Context: an optimization exercise on an open-source flow, tuned for small area, a short achievable clock period and few clock cycles per item. The choices shown serve that exercise and are no tape-out recipe. At most, simulation tests tie the RTL to the original design; equivalence was not proved. Power is estimated from default activity; no workload was simulated.

v26:
Design ela_stream_deinterlacer, start of the top module:
module ela_stream_deinterlacer #(
  parameter int unsigned IMG_W  = 128,
  parameter int unsigned IMG_H  = 64,
  parameter int unsigned PIX_W  = 8,
  parameter int unsigned ADDR_W = 13
) (
  input  logic              clk,
  input  logic              rst,
  input  logic              ready,
  input  logic [1:0]        mode,
  input  logic [PIX_W-1:0]  in_data,
  output logic              req,
  output logic              wen,
  output logic [ADDR_W-1:0] addr,
  output logic [PIX_W-1:0]  data_wr,
  output logic              busy,
  output logic              done
);
Size in the first run: ~2300 flip-flops, ~38 I/O pins.
==> flow/config.mk <==
export PLATFORM = sky130hd
export DESIGN_NAME = ela_stream_deinterlacer
export DESIGN_NICKNAME = ela_stream_deinterlacer
export VERILOG_FILES = /design/flow/design.v
export SDC_FILE = /design/flow/constraint.sdc
export NUM_CORES = 4
export LEC_CHECK = 0
export CAP_MARGIN = 20
export CORE_MARGIN = 2
export CORE_UTILIZATION = 70
export CTS_BUF_LIST = sky130_fd_sc_hd__clkbuf_16
export CTS_CLUSTER_DIAMETER = 45
export CTS_CLUSTER_SIZE = 22
export SLEW_MARGIN = 20
==> flow/constraint.sdc <==
create_clock -name core_clock -period 12.0 [get_ports {clk}]
set_input_delay 2.4000 -clock core_clock [delete_from_list [all_inputs] [get_ports {clk}]]
set_output_delay 2.4000 -clock core_clock [all_outputs]
set_load 0.01 [all_outputs]
standard.sh (not shown) runs the stock make flow with config.mk's settings and CLKGATE_MAP_FILE= SYNTH_SCRIPT=/design/flow/synth_recipe.tcl, a recipe that flattens the netlist after the stock synthesis.
==> flow/flow/run.sh <==
#!/bin/bash
set -euo pipefail
MARGIN=$(cat flow/margin.txt 2>/dev/null || echo 8)
bash standard.sh SETUP_SLACK_MARGIN="$MARGIN" \
  "BUFFER_PORTS_ARGS=-buffer_cell sky130_fd_sc_hd__buf_2" finish > flow_make.log 2>&1
==> flow/flow/margin.txt <==
8.6
Both conditions hold for v26: the flow ran to the end and the final layout passed the timing, DRC and antenna checks.
Testbench counts of v26, summed over its fixed seeds: cycles 262,400, frames 32.
What v58 does differently from v26 at the input level:
Settings: changing CTS_CLUSTER_SIZE from 22 to 26; changing CTS_CLUSTER_DIAMETER from 45 to 55.
[summary]
Between v58 and v26, power consumption is higher for v26, v58 comes in under that.
Going from v26 to v58, count of hold-fix buffers inserted at cts was more or less identical; final-layout clock buffer total went down by 32.
Re peak fanout along the critical path: v58 is 1 down on v26.
Here is what was changed in the inputs of v23 compared with v58.
Settings: PLACE_DENSITY now 0.85, previously not set; CORE_UTILIZATION now 80, was 70.
Findings:
- Initial antenna violation count, v23 and v58: higher on v23
- Summary of v23 over v58: via count rose about 15%, multiplexer share of the synthesized area about even, total cell area at the placement stage about even, smallest setup slack after layout fell 0.76 ns, area of the mapped netlist about even.
- Summary of the comparison: area added between synthesis and finish is lower in v23, relative to v58.
Modified inputs, v38 compared to v23
Settings: changing CTS_BUF_LIST from sky130_fd_sc_hd__clkbuf_16 to sky130_fd_sc_hd__clkbuf_8; changing CORE_UTILIZATION from 80 to 70; changing CTS_CLUSTER_SIZE from 26 to 14; removing PLACE_DENSITY (formerly 0.85); changing CTS_CLUSTER_DIAMETER from 55 to 40.
==> comparison <==
Of v23 and v38, the run reporting the higher critical path depth was v23.
v23 consumes more power than v38.
v38 packs its core looser than v23.
addr[4]$_DFF_P_ as the worst setup path startpoint was reported by v38, and st[2]$_SDFFE_PP0P_ by v23.
Tightest hold margin in v38 vs v23: down 0.0062 ns

========
ela_stream_deinterlacer, a different RTL version from the one above (not shown whole).
Size: roughly 2300 flip-flops, roughly 63000 sq um of cells after synthesis.
Settings: LEC_CHECK=0, CAP_MARGIN=20, CORE_MARGIN=2, CORE_UTILIZATION=70, CTS_BUF_LIST=sky130_fd_sc_hd__clkbuf_16, CTS_CLUSTER_DIAMETER=55, CTS_CLUSTER_SIZE=26, SLEW_MARGIN=20; clock period 12.0 ns.
Scripts as last shown in full above: flow/flow/run.sh, flow/flow/margin.txt
Edit:
--- a/flow/config.mk
+++ b/flow/config.mk
@@ -11,4 +11,4 @@
 export CTS_BUF_LIST = sky130_fd_sc_hd__clkbuf_16
-export CTS_CLUSTER_DIAMETER = 55
-export CTS_CLUSTER_SIZE = 26
+export CTS_CLUSTER_DIAMETER = 50
+export CTS_CLUSTER_SIZE = 20
 export SLEW_MARGIN = 20
Routed wire length grows by 0.68%.
Power shrinks by 0.48%.
Sequential share of layout area barely changes.
Clock power shrinks by about 2%.
Register-to-register slack is worse by 0.05 ns.
First-iteration DRC count shrinks by 7.2%.
No functional check of the RTL was part of any run of this note.

========
The RTL this note starts from:
==> flow/design.v <==
module ela_stream_deinterlacer #(
  parameter int unsigned IMG_W  = 128,
  parameter int unsigned IMG_H  = 64,
  parameter int unsigned PIX_W  = 8,
  parameter int unsigned ADDR_W = 13
) (
  input  logic              clk,
  input  logic              rst,
  input  logic              ready,
  input  logic [1:0]        mode,
  input  logic [PIX_W-1:0]  in_data,
  output logic              req,
  output logic              wen,
  output logic [ADDR_W-1:0] addr,
  output logic [PIX_W-1:0]  data_wr,
  output logic              busy,
  output logic              done
);
  localparam int unsigned PW  = PIX_W;
  localparam int unsigned NW  = IMG_W;           
  localparam int unsigned TP  = NW - 3;          
  localparam int unsigned TI  = NW - 1;          
  localparam int unsigned M0  = 2;               
  localparam int unsigned SA  = TP - M0;         
  localparam logic [6:0]  D0  = 7'(128 - M0);    
  localparam int unsigned QB  = 3;               
  localparam int unsigned QN  = 1 << QB;
  localparam logic [3:0]  TH  = 4'(QN - 1);      
  localparam logic [3:0]  THR = 4'(QN - 2);      
  localparam logic [2:0] S_INIT = 3'd0, S_RECV = 3'd1, S_XFER = 3'd2, S_B = 3'd3, S_L = 3'd4,
                         S_END = 3'd5;
  logic [2:0] st;
  logic [4:0] rin;           
  logic [6:0] kin;           
  logic       deliv;
  logic       arr_q;
  logic [PW-1:0] in_q;
  logic       reqwant, committed, bad0, ins_last;
  logic       req_i;         
  logic       lastw;         
  logic [ADDR_W-1:0] addr_c;   
  logic [6:0] col, dph;
  logic [3:0] cnt, cnt_n;
  logic       ok_q, okr_q, ph0;    
  logic [6:0] dph_n;
  logic [1:0] mode_q;
  logic [PW*NW-1:0]     frg;    
  logic [PW*(NW+1)-1:0] rch;    
  logic [PW*QN-1:0] qf;
  logic [QB:0]      wp, rp;
  logic          v1, dg1, d11;
  logic [PW-1:0] a1, s1a, s3a;
  function automatic logic [PW:0] padd(input logic [PW-1:0] a, input logic [PW-1:0] b,
                                       input logic ci);
    logic [PW-1:0] g, p, g1, p1, g2, p2, g3;
    logic [PW:0]   c;
    g = a & b;
    p = a ^ b;
    g1 = g;
    p1 = p;
    for (int i = 1; i < PW; i++) begin
      g1[i] = g[i] | (p[i] & g[i-1]);
      p1[i] = p[i] & p[i-1];
    end
    g2 = g1;
    p2 = p1;
    for (int i = 2; i < PW; i++) begin
      g2[i] = g1[i] | (p1[i] & g1[i-2]);
      p2[i] = p1[i] & p1[i-2];
    end
    g3 = g2;
    for (int i = 4; i < PW; i++) begin
      g3[i] = g2[i] | (p2[i] & g2[i-4]);
    end
    c[0] = ci;
    for (int i = 0; i < PW; i++) begin
      c[i+1] = g3[i] | (((i < 4) ? p2[i] : (p2[i] & p2[(i < 4) ? 0 : i-4])) & ci);
    end
    padd = {c[PW], p ^ c[PW-1:0]};
  endfunction
  function automatic logic [PW-1:0] avg2(input logic [PW-1:0] a, input logic [PW-1:0] b);
    logic [PW:0] s;
    s = padd(a, b, 1'b0);
    avg2 = s[PW:1];
  endfunction
  function automatic logic [PW-1:0] absdiff(input logic [PW-1:0] a, input logic [PW-1:0] b);
    logic [PW:0] ab, ba;
    ab = padd(a, ~b, 1'b1);    
    ba = padd(b, ~a, 1'b1);    
    absdiff = ab[PW] ? ab[PW-1:0] : ba[PW-1:0];
  endfunction
  function automatic logic le(input logic [PW-1:0] x, input logic [PW-1:0] y);
    logic [PW:0] t;
    t = padd(y, ~x, 1'b1);
    le = t[PW];
  endfunction
  logic [PW-1:0] um1, uc, up1, dm1, dc, dp1;
  assign up1 = frg[PW*(TP-1) +: PW];
  assign uc  = frg[PW*TP +: PW];
  assign um1 = frg[PW*(TP+1) +: PW];
  assign dp1 = rch[PW*(NW-2) +: PW];
  assign dc  = rch[PW*(NW-1) +: PW];
  assign dm1 = rch[PW*NW +: PW];
  logic phase_ok, ev_x, ev_b, ev_l, ev, sh, ins, item, a0ins, accept, set_req, reqwant_n, pop;
  assign phase_ok = ph0;
  assign ev_x  = (st == S_XFER) && phase_ok;
  assign ev_b  = (st == S_B) && phase_ok && (committed || ok_q);
  assign ev_l  = (st == S_L) && phase_ok && ok_q;
  assign ev    = ev_x | ev_b | ev_l;
  assign sh    = arr_q | ev_x | ev_b;
  assign ins   = ((ev_x | ev_b) && (col != 7'd0)) || ins_last;
  assign item  = arr_q | ev_b | ev_l;
  assign a0ins = arr_q && (rin == 5'd0);
  assign accept = req_i && ready;
  assign pop   = ready && (wp != rp);
  always_comb begin
    set_req = 1'b0;
    if (st == S_INIT) set_req = 1'b1;
    if (arr_q && !deliv && (rin == 5'd0) && !bad0) set_req = 1'b1;
    if (ev_x && (col == 7'd127)) set_req = 1'b1;
    if (ev_b && (col == 7'd125) && (rin != 5'd31) && okr_q) set_req = 1'b1;
    if (ev_b && (col == 7'd127) && (rin != 5'd31) && !committed) set_req = 1'b1;
  end
  assign reqwant_n = (reqwant && !accept) || set_req;
  assign cnt_n = cnt + {3'd0, item} - {3'd0, pop};
  always_comb begin
    if (a0ins && (kin == 7'd1)) dph_n = D0;
    else if (!ev) dph_n = dph + 1'b1;
    else dph_n = dph;
  end
  always_ff @(posedge clk) begin
    for (int i = 0; i < NW; i++) begin
      if (i == 0)
        frg[PW*i +: PW] <= frg[PW*(NW-1) +: PW];
      else if (i == TI && ins)
        frg[PW*i +: PW] <= dm1;
      else if (i == SA && a0ins)
        frg[PW*i +: PW] <= in_q;
      else
        frg[PW*i +: PW] <= frg[PW*(i-1) +: PW];
    end
  end
  always_ff @(posedge clk) begin
    if (sh) rch <= {rch[PW*NW-1:0], in_q};
  end
  always_ff @(posedge clk) begin
    mode_q <= mode;
    in_q   <= in_data;
  end
  logic [PW-1:0] df1, df2, df3;
  always_comb begin
    df1 = absdiff(um1, dp1);
    df2 = absdiff(uc, dc);
    df3 = absdiff(up1, dm1);
  end
  always_ff @(posedge clk) begin
    if (arr_q) a1 <= in_q;
    else if (ev_l || (mode_q == 2'd2)) a1 <= uc;
    else a1 <= avg2(uc, dc);
    dg1 <= ev_b && (mode_q == 2'd1) && (col != 7'd0) && (col != 7'd127) &&
           !(le(df2, df1) && le(df2, df3));
    d11 <= le(df1, df3);
    s1a <= avg2(um1, dp1);
    s3a <= avg2(up1, dm1);
  end
  logic [PW-1:0] res, rd;
  always_comb begin
    res = dg1 ? (d11 ? s1a : s3a) : a1;
    rd = qf[PW-1:0];
    for (int i = 1; i < QN; i++) begin
      if (rp[QB-1:0] == i) rd = qf[PW*i +: PW];
    end
  end
  always_ff @(posedge clk) begin
    for (int i = 0; i < QN; i++) begin
      if (v1 && (wp[QB-1:0] == i)) qf[PW*i +: PW] <= res;
    end
    data_wr <= rd;
    addr    <= addr_c;
  end
  logic [ADDR_W-1:0] addr_n;
  always_comb begin
    addr_n = addr_c + 1'b1;
    if (addr_c[6:0] == 7'd127) begin
      if (addr_c[12:7] == 6'd0) addr_n = {6'd2, 7'd0};
      else if (!addr_c[7]) addr_n = {addr_c[12:7] - 6'd1, 7'd0};
      else if (addr_c[12:7] == 6'd61) addr_n = {6'd63, 7'd0};
      else addr_n = {addr_c[12:7] + 6'd3, 7'd0};
    end
  end
  always_ff @(posedge clk) begin
    if (rst) begin
      st        <= S_INIT;
      rin       <= '0;
      kin       <= '0;
      deliv     <= 1'b0;
      arr_q     <= 1'b0;
      reqwant   <= 1'b0;
      committed <= 1'b0;
      bad0      <= 1'b0;
      ins_last  <= 1'b0;
      col       <= '0;
      dph       <= '0;
      cnt       <= '0;
      ok_q      <= 1'b1;
      okr_q     <= 1'b1;
      ph0       <= 1'b1;
      wp        <= '0;
      rp        <= '0;
      v1        <= 1'b0;
      req       <= 1'b0;
      req_i     <= 1'b0;
      wen       <= 1'b0;
      addr_c    <= '0;
      lastw     <= 1'b0;
      busy      <= 1'b0;
      done      <= 1'b0;
    end else begin
      reqwant <= reqwant_n;
      req     <= reqwant_n && ready;
      req_i   <= reqwant_n && ready;
      arr_q   <= deliv && ready;
      if (accept) begin
        deliv <= 1'b1;
        kin   <= '0;
      end else if (deliv && ready) begin
        kin <= kin + 1'b1;
        if (kin == 7'd127) deliv <= 1'b0;
      end
      if (deliv && !ready && (kin != 7'd0) && (rin == 5'd0)) bad0 <= 1'b1;
      v1  <= item;
      cnt   <= cnt_n;
      ok_q  <= (cnt_n <= TH);
      okr_q <= (cnt_n <= THR);
      if (v1) wp <= wp + 1'b1;
      if (pop) rp <= rp + 1'b1;
      wen   <= pop;
      if (pop) addr_c <= addr_n;
      lastw <= pop && (addr_c == 13'd8191);
      if (lastw) begin
        done <= 1'b1;
        busy <= 1'b0;
      end
      dph <= dph_n;
      ph0 <= (dph_n == 7'd0);
      if (ev) col <= col + 1'b1;
      ins_last <= (ev_x || ev_b) && (col == 7'd127);
      case (st)
        S_INIT: begin
          busy <= 1'b1;
          st   <= S_RECV;
        end
        S_RECV: begin
          if (arr_q) begin
            if (!deliv) begin
              if (rin == 5'd0) begin
                if (bad0) st <= S_XFER;
                else rin <= 5'd1;
              end else begin
                st <= S_B;
              end
            end
          end
        end
        S_XFER: begin
          if (ev_x && (col == 7'd127)) begin
            st  <= S_RECV;
            rin <= 5'd1;
          end
        end
        S_B: begin
          if (ev_b && (col == 7'd125) && (rin != 5'd31) && okr_q) committed <= 1'b1;
          if (ev_b && (col == 7'd127)) begin
            committed <= 1'b0;
            if (rin == 5'd31) begin
              st <= S_L;
            end else begin
              st  <= S_RECV;
              rin <= rin + 1'b1;
            end
          end
        end
        S_L: begin
          if (ev_l && (col == 7'd127)) st <= S_END;
        end
        default: ;
      endcase
    end
  end
endmodule
==> flow/config.mk <==
export PLATFORM = sky130hd
export DESIGN_NAME = ela_stream_deinterlacer
export DESIGN_NICKNAME = ela_stream_deinterlacer
export VERILOG_FILES = /design/flow/design.v
export SDC_FILE = /design/flow/constraint.sdc
export NUM_CORES = 4
export LEC_CHECK = 0
export CAP_MARGIN = 20
export CORE_MARGIN = 2
export CORE_UTILIZATION = 70
export CTS_BUF_LIST = sky130_fd_sc_hd__clkbuf_16
export CTS_CLUSTER_DIAMETER = 50
export CTS_CLUSTER_SIZE = 20
export SLEW_MARGIN = 20
==> flow/constraint.sdc <==
create_clock -name core_clock -period 12.0 [get_ports {clk}]
set_input_delay 2.4000 -clock core_clock [delete_from_list [all_inputs] [get_ports {clk}]]
set_output_delay 2.4000 -clock core_clock [all_outputs]
set_load 0.01 [all_outputs]
run.sh (not shown) runs the stock make flow with config.mk's settings and CLKGATE_MAP_FILE= SYNTH_SCRIPT=/design/flow/synth_recipe.tcl, a recipe that flattens the netlist after the stock synthesis.
Stock flow here: none of the scripts above is used.
Testbench counts at the start, summed over its fixed seeds: cycles 262,464, frames 32.
==> next run, changes <==
==> flow/flow/run.sh (new file) <==
#!/bin/bash
set -euo pipefail
MARGIN=$(cat flow/margin.txt 2>/dev/null || echo 8)
bash standard.sh SETUP_SLACK_MARGIN="$MARGIN" \
  "BUFFER_PORTS_ARGS=-buffer_cell sky130_fd_sc_hd__buf_2" finish > flow_make.log 2>&1
==> flow/flow/margin.txt (new file) <==
8.2
==> flow/standard.sh (new file) <==
#!/bin/bash
# synth_recipe.tcl (not shown) runs the flow's synth.tcl, then flattens the netlist and writes it again
# the make line also repeats each setting of config.mk as NAME=value (left out here)
make -C /OpenROAD-flow-scripts/flow DESIGN_CONFIG=/design/flow/config.mk WORK_HOME=/design/flow/orfs CLKGATE_MAP_FILE= SYNTH_SCRIPT=/design/flow/synth_recipe.tcl "${@:-finish}"
removed: flow/run.sh
What happened: Total power barely changes. Final area climbs by 0.31%. Setup slack gains 1.1 ns. Sequential power stays flat.

==> afterwards: timing with drivers on the ports <==
The flow's constraints put no driver on any port. The routed layouts listed below were extracted and timed again, unchanged, in two steps.
Step 1 (the two cells are an assumption about what drives the block):
set clk [get_ports {clk}]
set_driving_cell -lib_cell sky130_fd_sc_hd__clkbuf_16 $clk
set_driving_cell -lib_cell sky130_fd_sc_hd__buf_2 [delete_from_list [all_inputs] $clk]
Step 2, shift: input delay + t, output delay - t, t = (earliest + latest rising clock arrival at the registers) / 2. This alone moves slack from input paths to output paths.
a / b / c = no drivers / after step 1 / after step 2; a / b = the first two.
run	t, ns	setup slack, ns	latest minus earliest clock arrival (ns)	pins driven straight from the clock port
v26	0.795	8.421 / 8.356 / 8.053	0.101 / 0.100	1
v58	0.762	8.463 / 8.396 / 8.007	0.062 / 0.062	1
v23	0.790	7.702 / 7.702 / 7.702	0.046 / 0.046	1
v38	0.911	8.290 / 8.226 / 7.763	0.039 / 0.039	1
the first run of note 2	0.811	8.411 / 8.344 / 8.135	0.038 / 0.038	1
the second run of note 2	0.826	8.398 / 8.329 / 8.172	0.062 / 0.062	1
the first run of note 3	0.816	7.145 / 7.187 / 6.372	0.051 / 0.051	1
the second run of note 3	0.812	8.247 / 8.247 / 7.571	0.054 / 0.054	1
After both steps every run listed still meets setup and hold. For the first run of note 3, which loses most, drivers alone change the setup slack by +0.042 ns; drivers and shift together by -0.773 ns.
